This is an optimization exercise on Yosys and OpenROAD, whose aim is small area and a short achievable clock period, not a production implementation. Only simulation tests tie the RTL to the original design; equivalence was not proved. No activity file was given, so power comes from the tool's default toggle rates.

==> xenon: inputs <==
==> flow/design.v <==
module rslt_writer #(
  parameter int DATA_WIDTH      = 16,
  parameter int COL_WIDTH       = 8,
  parameter int ROW_WIDTH       = 8,
  parameter int RSLT_ADDR_WIDTH = 12,
  parameter int POOL_BUF_DEPTH  = 128
) (
  input  logic                       clk,
  input  logic                       reset,
  input  logic                       start,
  input  logic                       pool_en,
  input  logic                       relu_en,
  input  logic [COL_WIDTH-1:0]       result_cols,
  input  logic [ROW_WIDTH-1:0]       result_rows,
  input  logic [RSLT_ADDR_WIDTH-1:0] base_addr,
  input  logic                       pix_valid,
  input  logic [DATA_WIDTH-1:0]      pix_data,
  output logic                       rslt_we,
  output logic [RSLT_ADDR_WIDTH-1:0] rslt_addr,
  output logic [DATA_WIDTH-1:0]      rslt_wdata,
  output logic                       busy,
  output logic                       done,
  output logic                       err_extra
);
  localparam int DW = DATA_WIDTH;
  logic                       start_d;
  logic                       pool_q;
  logic                       relu_q;
  logic [COL_WIDTH-1:0]       cols_q;
  logic [COL_WIDTH-1:0]       col_left;    
  logic [ROW_WIDTH-1:0]       row_left;    
  logic                       rpar;        
  logic signed [DW-1:0]       h_q;         
  logic                       first;       
  logic                       shift_q;
  logic                       idle;
  logic                       arm;
  logic                       run_acc;     
  logic                       lc, lr;      
  logic                       cpar;        
  logic                       wr_run;      
  logic                       a_lc, a_lr;  
  logic                       a_wr;        
  logic                       e_relu;
  logic [COL_WIDTH-1:0]       cl_dec;
  logic signed [DW-1:0]       x;
  logic signed [DW-1:0]       xr;
  logic signed [DW-1:0]       lb;
  logic signed [DW-1:0]       a;
  logic signed [DW-1:0]       pw;
  always_comb begin
    idle    = ~busy & ~done;
    arm     = idle & start & ~start_d;
    run_acc = busy & start & pix_valid;
    lc      = (col_left == '0);
    lr      = (row_left == '0);
    cpar    = cols_q[0] ^ col_left[0];
    cl_dec  = lc ? cols_q : col_left - 1'b1;
    wr_run  = run_acc & (~pool_q | (cpar & rpar));
    a_lc    = (result_cols == '0);
    a_lr    = (result_rows == '0);
    a_wr    = pix_valid & ~pool_en;
    e_relu  = arm ? relu_en : relu_q;
  end
  logic [6:0] g;    
  logic [64*DW-1:0] seg6;
  logic [32*DW-1:0] seg5;
  logic [16*DW-1:0] seg4;
  logic [8*DW-1:0]  seg3;
  logic [4*DW-1:0]  seg2;
  logic [2*DW-1:0]  seg1;
  logic [DW-1:0]    seg0;
  logic [DW-1:0]    in6, in5, in4, in3, in2, in1, in0, inf;
  always_comb begin
    in6 = h_q;
    in5 = g[6] ? seg6[64*DW-1 -: DW] : in6;
    in4 = g[5] ? seg5[32*DW-1 -: DW] : in5;
    in3 = g[4] ? seg4[16*DW-1 -: DW] : in4;
    in2 = g[3] ? seg3[8*DW-1  -: DW] : in3;
    in1 = g[2] ? seg2[4*DW-1  -: DW] : in2;
    in0 = g[1] ? seg1[2*DW-1  -: DW] : in1;
    inf = g[0] ? seg0                : in0;
  end
  always_ff @(posedge clk) begin
    if (shift_q) begin
      seg6 <= {seg6[63*DW-1:0], in6};
      seg5 <= {seg5[31*DW-1:0], in5};
      seg4 <= {seg4[15*DW-1:0], in4};
      seg3 <= {seg3[7*DW-1:0],  in3};
      seg2 <= {seg2[3*DW-1:0],  in2};
      seg1 <= {seg1[DW-1:0],    in1};
      seg0 <= in0;
      lb   <= inf;
    end
  end
  function automatic logic sgt(input logic [DW-1:0] a,
                               input logic [DW-1:0] b);
    logic [DW-1:0] ua, ub, gt, eq;
    integer w, i;
    begin
      ua = {~a[DW-1], a[DW-2:0]};
      ub = {~b[DW-1], b[DW-2:0]};
      gt = ua & ~ub;
      eq = ~(ua ^ ub);
      for (w = 1; w < DW; w = w * 2)
        for (i = 0; i + w < DW; i = i + 2 * w) begin
          gt[i] = gt[i + w] | (eq[i + w] & gt[i]);
          eq[i] = eq[i + w] & eq[i];
        end
      sgt = gt[0];
    end
  endfunction
  logic x_gt_lb, x_gt_h, lb_gt_h;
  always_comb begin
    x       = $signed(pix_data);
    xr      = (e_relu & x[DW-1]) ? '0 : x;
    x_gt_lb = sgt(x, lb);
    x_gt_h  = sgt(x, h_q);
    lb_gt_h = sgt(lb, h_q);
    a       = lb_gt_h ? lb : h_q;
    pw      = (x_gt_lb & x_gt_h) ? x : a;
  end
  always_ff @(posedge clk) begin
    if (arm) begin
      pool_q <= pool_en;
      relu_q <= relu_en;
      cols_q <= result_cols;
      g      <= 7'((result_cols - 1'b1) >> 1);
    end
    if (arm) begin
      col_left <= (pix_valid & ~a_lc) ? result_cols - 1'b1 : result_cols;
      row_left <= (pix_valid & a_lc) ? result_rows - 1'b1 : result_rows;
      rpar     <= pix_valid & a_lc;
    end else if (run_acc) begin
      col_left <= cl_dec;
      if (lc)
        row_left <= row_left - 1'b1;
      rpar     <= rpar ^ lc;
    end
    shift_q <= run_acc & pool_q & cpar;
    if (pix_valid)
      h_q <= (cpar & ~arm) ? (x_gt_h ? x : h_q) : xr;
    if (arm)
      first <= ~a_wr;
    else if (wr_run)
      first <= 1'b0;
  end
  always_ff @(posedge clk or negedge reset) begin
    if (!reset) begin
      start_d    <= 1'b0;
      rslt_we    <= 1'b0;
      rslt_addr  <= '0;
      rslt_wdata <= '0;
      busy       <= 1'b0;
      done       <= 1'b0;
      err_extra  <= 1'b0;
    end else begin
      start_d <= start;
      if (arm) begin
        busy       <= ~(pix_valid & a_lc & a_lr);
        done       <= pix_valid & a_lc & a_lr;
        err_extra  <= 1'b0;
        rslt_we    <= a_wr;
        rslt_addr  <= base_addr;
      end else begin
        busy       <= busy & start & ~(pix_valid & lc & lr);
        done       <= (run_acc & lc & lr) | (done & start);
        err_extra  <= err_extra | (pix_valid & ~busy);
        rslt_we    <= wr_run;
        if (wr_run)
          rslt_addr <= rslt_addr + {{(RSLT_ADDR_WIDTH-1){1'b0}}, ~first};
      end
      rslt_wdata <= (~arm & pool_q) ? pw : xr;
    end
  end
endmodule
==> flow/flow/run.sh <==
#!/bin/bash
export CTS_ARGS="-sink_clustering_enable -repair_clock_nets -sink_clustering_size 25 -sink_clustering_max_diameter 60 -dont_use_dummy_load"
export PRE_IO_PLACEMENT_TCL="$PWD/flow/io.tcl"
sed -e 's/SETUP_SLACK_MARGIN=[0-9.]*/SETUP_SLACK_MARGIN=5.2 MATCH_CELL_FOOTPRINT=0/' standard.sh > standard_m.sh
bash standard_m.sh > standard.log 2>&1
==> flow/flow/io.tcl <==
# Keep every port but the clock on one stretch of the left edge, so the
# pixel inputs, the control inputs and the registered outputs sit close
# together and the short input-to-register and register-to-output paths
# stay short.
set names {}
foreach bt [[ord::get_db_block] getBTerms] {
  set n [$bt getName]
  if {$n ne "clk"} { lappend names $n }
}
set_io_pin_constraint -pin_names $names -region left:100-250
==> flow/standard.sh <==
#!/bin/bash
# synth_recipe.tcl (not shown) runs the flow's synth.tcl, then flattens the netlist and writes it again
# the make line also repeats each setting of config.mk as NAME=value (left out here)
make -C /OpenROAD-flow-scripts/flow DESIGN_CONFIG=/design/flow/config.mk WORK_HOME=/design/flow/orfs CLKGATE_MAP_FILE= SYNTH_SCRIPT=/design/flow/synth_recipe.tcl "${@:-finish}"
==> flow/config.mk <==
export PLATFORM = sky130hd
export DESIGN_NAME = rslt_writer
export DESIGN_NICKNAME = rslt_writer
export VERILOG_FILES = /design/flow/design.v
export SDC_FILE = /design/flow/constraint.sdc
export NUM_CORES = 4
export LEC_CHECK = 0
export CAP_MARGIN = 20
export CORE_MARGIN = 2
export CORE_UTILIZATION = 60
export SETUP_SLACK_MARGIN = 5
export SLEW_MARGIN = 20
export TNS_END_PERCENT = 100
==> flow/constraint.sdc <==
create_clock -name core_clock -period 8.0 [get_ports {clk}]
set_input_delay 1.6000 -clock core_clock [delete_from_list [all_inputs] [get_ports {clk}]]
set_output_delay 1.6000 -clock core_clock [all_outputs]
set_load 0.01 [all_outputs]
==> inputs of harbor, as changes to xenon <==
==> flow/flow/run.sh (replaced) <==
#!/bin/bash
export CTS_ARGS="-sink_clustering_enable -repair_clock_nets -sink_clustering_size 25 -sink_clustering_max_diameter 60 -dont_use_dummy_load"
sed -e 's/SETUP_SLACK_MARGIN=[0-9.]*/SETUP_SLACK_MARGIN=5.2 MATCH_CELL_FOOTPRINT=0/' standard.sh > standard_m.sh
bash standard_m.sh > standard.log 2>&1
CORE_UTILIZATION = 50   (was 60)
removed: flow/flow/io.tcl
==> inputs of juniper, as changes to xenon <==
--- a/flow/design.v
+++ b/flow/design.v
@@ -32,16 +32,19 @@
   logic                       rpar;        
   logic signed [DW-1:0]       h_q;         
-  logic                       first;       
+  logic signed [DW-1:0]       s_q;         
   logic                       shift_q;
   logic                       idle;
   logic                       arm;
-  logic                       run_acc;     
-  logic                       lc, lr;      
-  logic                       cpar;        
-  logic                       wr_run;      
-  logic                       a_lc, a_lr;  
-  logic                       a_wr;        
+  logic                       accept;
+  logic                       e_pool;
   logic                       e_relu;
-  logic [COL_WIDTH-1:0]       cl_dec;
+  logic [COL_WIDTH-1:0]       e_cols;
+  logic [COL_WIDTH-1:0]       e_cl;
+  logic [ROW_WIDTH-1:0]       e_rl;
+  logic                       cpar;
+  logic                       e_rpar;
+  logic                       last_col;
+  logic                       last_px;
+  logic                       do_wr;
   logic signed [DW-1:0]       x;
   logic signed [DW-1:0]       xr;
@@ -50,16 +53,17 @@
   logic signed [DW-1:0]       pw;
   always_comb begin
-    idle    = ~busy & ~done;
-    arm     = idle & start & ~start_d;
-    run_acc = busy & start & pix_valid;
-    lc      = (col_left == '0);
-    lr      = (row_left == '0);
-    cpar    = cols_q[0] ^ col_left[0];
-    cl_dec  = lc ? cols_q : col_left - 1'b1;
-    wr_run  = run_acc & (~pool_q | (cpar & rpar));
-    a_lc    = (result_cols == '0);
-    a_lr    = (result_rows == '0);
-    a_wr    = pix_valid & ~pool_en;
-    e_relu  = arm ? relu_en : relu_q;
+    idle     = ~busy & ~done;
+    arm      = idle & start & ~start_d;
+    accept   = pix_valid & (arm | (busy & start));
+    e_pool   = arm ? pool_en     : pool_q;
+    e_relu   = arm ? relu_en     : relu_q;
+    e_cols   = arm ? result_cols : cols_q;
+    e_cl     = arm ? result_cols : col_left;
+    e_rl     = arm ? result_rows : row_left;
+    cpar     = ~arm & (cols_q[0] ^ col_left[0]);
+    e_rpar   = ~arm & rpar;
+    last_col = (e_cl == '0);
+    last_px  = last_col & (e_rl == '0);
+    do_wr    = accept & (~e_pool | (cpar & e_rpar));
   end
   logic [6:0] g;    
@@ -73,5 +77,5 @@
   logic [DW-1:0]    in6, in5, in4, in3, in2, in1, in0, inf;
   always_comb begin
-    in6 = h_q;
+    in6 = s_q;
     in5 = g[6] ? seg6[64*DW-1 -: DW] : in6;
     in4 = g[5] ? seg5[32*DW-1 -: DW] : in5;
@@ -128,21 +132,17 @@
       g      <= 7'((result_cols - 1'b1) >> 1);
     end
-    if (arm) begin
-      col_left <= (pix_valid & ~a_lc) ? result_cols - 1'b1 : result_cols;
-      row_left <= (pix_valid & a_lc) ? result_rows - 1'b1 : result_rows;
-      rpar     <= pix_valid & a_lc;
-    end else if (run_acc) begin
-      col_left <= cl_dec;
-      if (lc)
-        row_left <= row_left - 1'b1;
-      rpar     <= rpar ^ lc;
+    if (accept) begin
+      col_left <= last_col ? e_cols : e_cl - 1'b1;
+      row_left <= last_col ? e_rl - 1'b1 : e_rl;
+      rpar     <= e_rpar ^ last_col;
+    end else begin
+      col_left <= e_cl;
+      row_left <= e_rl;
+      rpar     <= e_rpar;
     end
-    shift_q <= run_acc & pool_q & cpar;
+    shift_q <= accept & e_pool & cpar;
+    s_q <= x_gt_h ? x : h_q;
     if (pix_valid)
-      h_q <= (cpar & ~arm) ? (x_gt_h ? x : h_q) : xr;
-    if (arm)
-      first <= ~a_wr;
-    else if (wr_run)
-      first <= 1'b0;
+      h_q <= xr;
   end
   always_ff @(posedge clk or negedge reset) begin
@@ -157,19 +157,16 @@
     end else begin
       start_d <= start;
-      if (arm) begin
-        busy       <= ~(pix_valid & a_lc & a_lr);
-        done       <= pix_valid & a_lc & a_lr;
-        err_extra  <= 1'b0;
-        rslt_we    <= a_wr;
-        rslt_addr  <= base_addr;
-      end else begin
-        busy       <= busy & start & ~(pix_valid & lc & lr);
-        done       <= (run_acc & lc & lr) | (done & start);
-        err_extra  <= err_extra | (pix_valid & ~busy);
-        rslt_we    <= wr_run;
-        if (wr_run)
-          rslt_addr <= rslt_addr + {{(RSLT_ADDR_WIDTH-1){1'b0}}, ~first};
-      end
-      rslt_wdata <= (~arm & pool_q) ? pw : xr;
+      busy    <= (arm | (busy & start)) & ~(accept & last_px);
+      done    <= (accept & last_px) | (done & start);
+      if (arm)
+        err_extra <= 1'b0;
+      else if (pix_valid & (idle | done))
+        err_extra <= 1'b1;
+      rslt_we    <= do_wr;
+      if (arm)
+        rslt_addr <= do_wr ? base_addr : base_addr - 1'b1;
+      else if (do_wr)
+        rslt_addr <= rslt_addr + 1'b1;
+      rslt_wdata <= e_pool ? pw : xr;
     end
   end
==> flow/run.sh (new file) <==
#!/bin/bash
# synth_recipe.tcl (not shown) runs the flow's synth.tcl, then flattens the netlist and writes it again
# the make line also repeats each setting of config.mk as NAME=value (left out here)
make -C /OpenROAD-flow-scripts/flow DESIGN_CONFIG=/design/flow/config.mk WORK_HOME=/design/flow/orfs CLKGATE_MAP_FILE= SYNTH_SCRIPT=/design/flow/synth_recipe.tcl finish
CORE_UTILIZATION = 35   (was 60)
CTS_CLUSTER_SIZE = 22   (was unset)
TNS_END_PERCENT = 20   (was 100)
removed: flow/flow/run.sh
removed: flow/flow/io.tcl
removed: flow/standard.sh
==> notes <==
First-iteration DRC count, lowest first: xenon, harbor, juniper. Critical path depth is the same in juniper and harbor. Sequential cell count: juniper is higher than xenon (15). Non-clock buffer count, highest first: xenon, harbor, juniper. In juniper the global-route usage is lower than in xenon, by 6.3 points. Against juniper, the hold slack of harbor is worse by 15 ps. The highest total power belongs to juniper, the lowest to harbor.

==> inputs of run a <==
Starts from the design.v that is shown in full above.
Settings: LEC_CHECK=0, CAP_MARGIN=20, CORE_MARGIN=2, CORE_UTILIZATION=57, SETUP_SLACK_MARGIN=5, SLEW_MARGIN=20, TNS_END_PERCENT=100; clock period 8.0 ns.
standard.sh (not shown) runs the stock make flow with config.mk's settings and CLKGATE_MAP_FILE= SYNTH_SCRIPT=/design/flow/synth_recipe.tcl, a recipe that flattens the netlist after the stock synthesis.
==> flow/flow/run.sh <==
#!/bin/bash
export CTS_ARGS="-sink_clustering_enable -repair_clock_nets -sink_clustering_size 25 -sink_clustering_max_diameter 60 -dont_use_dummy_load"
export PRE_IO_PLACEMENT_TCL="$PWD/flow/io.tcl"
sed -e 's/SETUP_SLACK_MARGIN=[0-9.]*/SETUP_SLACK_MARGIN=5.3 MATCH_CELL_FOOTPRINT=0/' standard.sh > standard_m.sh
bash standard_m.sh > standard.log 2>&1
==> flow/flow/io.tcl <==
# Keep every port but the clock on one stretch of the left edge, so the
# pixel inputs, the control inputs and the registered outputs sit close
# together and the short input-to-register and register-to-output paths
# stay short.
set names {}
foreach bt [[ord::get_db_block] getBTerms] {
  set n [$bt getName]
  if {$n ne "clk"} { lappend names $n }
}
set_io_pin_constraint -pin_names $names -region left:100-250
==> run b (differences from run a) <==
--- a/flow/design.v
+++ b/flow/design.v
@@ -32,5 +32,5 @@
   logic                       rpar;        
   logic signed [DW-1:0]       h_q;         
-  logic                       first;       
+  logic signed [DW-1:0]       s_q;         
   logic                       shift_q;
   logic                       idle;
@@ -73,5 +73,5 @@
   logic [DW-1:0]    in6, in5, in4, in3, in2, in1, in0, inf;
   always_comb begin
-    in6 = h_q;
+    in6 = s_q;
     in5 = g[6] ? seg6[64*DW-1 -: DW] : in6;
     in4 = g[5] ? seg5[32*DW-1 -: DW] : in5;
@@ -139,10 +139,7 @@
     end
     shift_q <= run_acc & pool_q & cpar;
+    s_q <= x_gt_h ? x : h_q;
     if (pix_valid)
-      h_q <= (cpar & ~arm) ? (x_gt_h ? x : h_q) : xr;
-    if (arm)
-      first <= ~a_wr;
-    else if (wr_run)
-      first <= 1'b0;
+      h_q <= xr;
   end
   always_ff @(posedge clk or negedge reset) begin
@@ -162,5 +159,5 @@
         err_extra  <= 1'b0;
         rslt_we    <= a_wr;
-        rslt_addr  <= base_addr;
+        rslt_addr  <= a_wr ? base_addr : base_addr - 1'b1;
       end else begin
         busy       <= busy & start & ~(pix_valid & lc & lr);
@@ -169,5 +166,5 @@
         rslt_we    <= wr_run;
         if (wr_run)
-          rslt_addr <= rslt_addr + {{(RSLT_ADDR_WIDTH-1){1'b0}}, ~first};
+          rslt_addr <= rslt_addr + 1'b1;
       end
       rslt_wdata <= (~arm & pool_q) ? pw : xr;
==> flow/run.sh (new file) <==
#!/bin/bash
# synth_recipe.tcl (not shown) runs the flow's synth.tcl, then flattens the netlist and writes it again
# the make line also repeats each setting of config.mk as NAME=value (left out here)
make -C /OpenROAD-flow-scripts/flow DESIGN_CONFIG=/design/flow/config.mk WORK_HOME=/design/flow/orfs CLKGATE_MAP_FILE= SYNTH_SCRIPT=/design/flow/synth_recipe.tcl finish
- CORE_UTILIZATION: 57 -> 50
- TNS_END_PERCENT: 100 -> 20
removed: flow/flow/run.sh
removed: flow/flow/io.tcl
removed: flow/standard.sh
==> summary of the runs <==
Against run b, the wire length of run a is lower by 7.8%.
Between run a and run b, the lower cell count is in run a (gap about 9%, measured against run b).
In run a the critical path depth is lower than in run b, by 8.
Against run b, the setup slack of run a is better by 0.16 ns.
Of run b and run a, run a has the higher register-to-register slack (gap 0.25 ns).

==> what the ideal ports hide <==
Ports are ideal in the flow. The routed layouts listed here were re-timed in OpenROAD. Step 1, drivers: a clkbuf_16 drives clk and a buf_2 each remaining input, both assumed. Step 2 moves the port delays by t, midway between the first and last clock arrival at a register: inputs arrive t later, outputs are due t later. That takes back most of the time a late clock gives input paths. Slacks: ideal / step 1 / step 2; pairs: ideal / step 1.
run	t, ns	slack for setup (ns)	worst setup path after step 2
xenon	0.770	5.100 / 5.029 / 4.420	input to register
harbor	0.778	5.006 / 4.931 / 4.343	input to register
juniper	0.866	4.903 / 4.822 / 4.052	input to register
run a	0.780	5.080 / 5.004 / 4.439	input to register
run b	0.841	4.919 / 4.863 / 4.085	input to register
After both steps setup and hold are still met in every run listed. The setup slack of juniper, which loses most, moves by -0.081 ns with the drivers and by -0.851 ns with both steps.
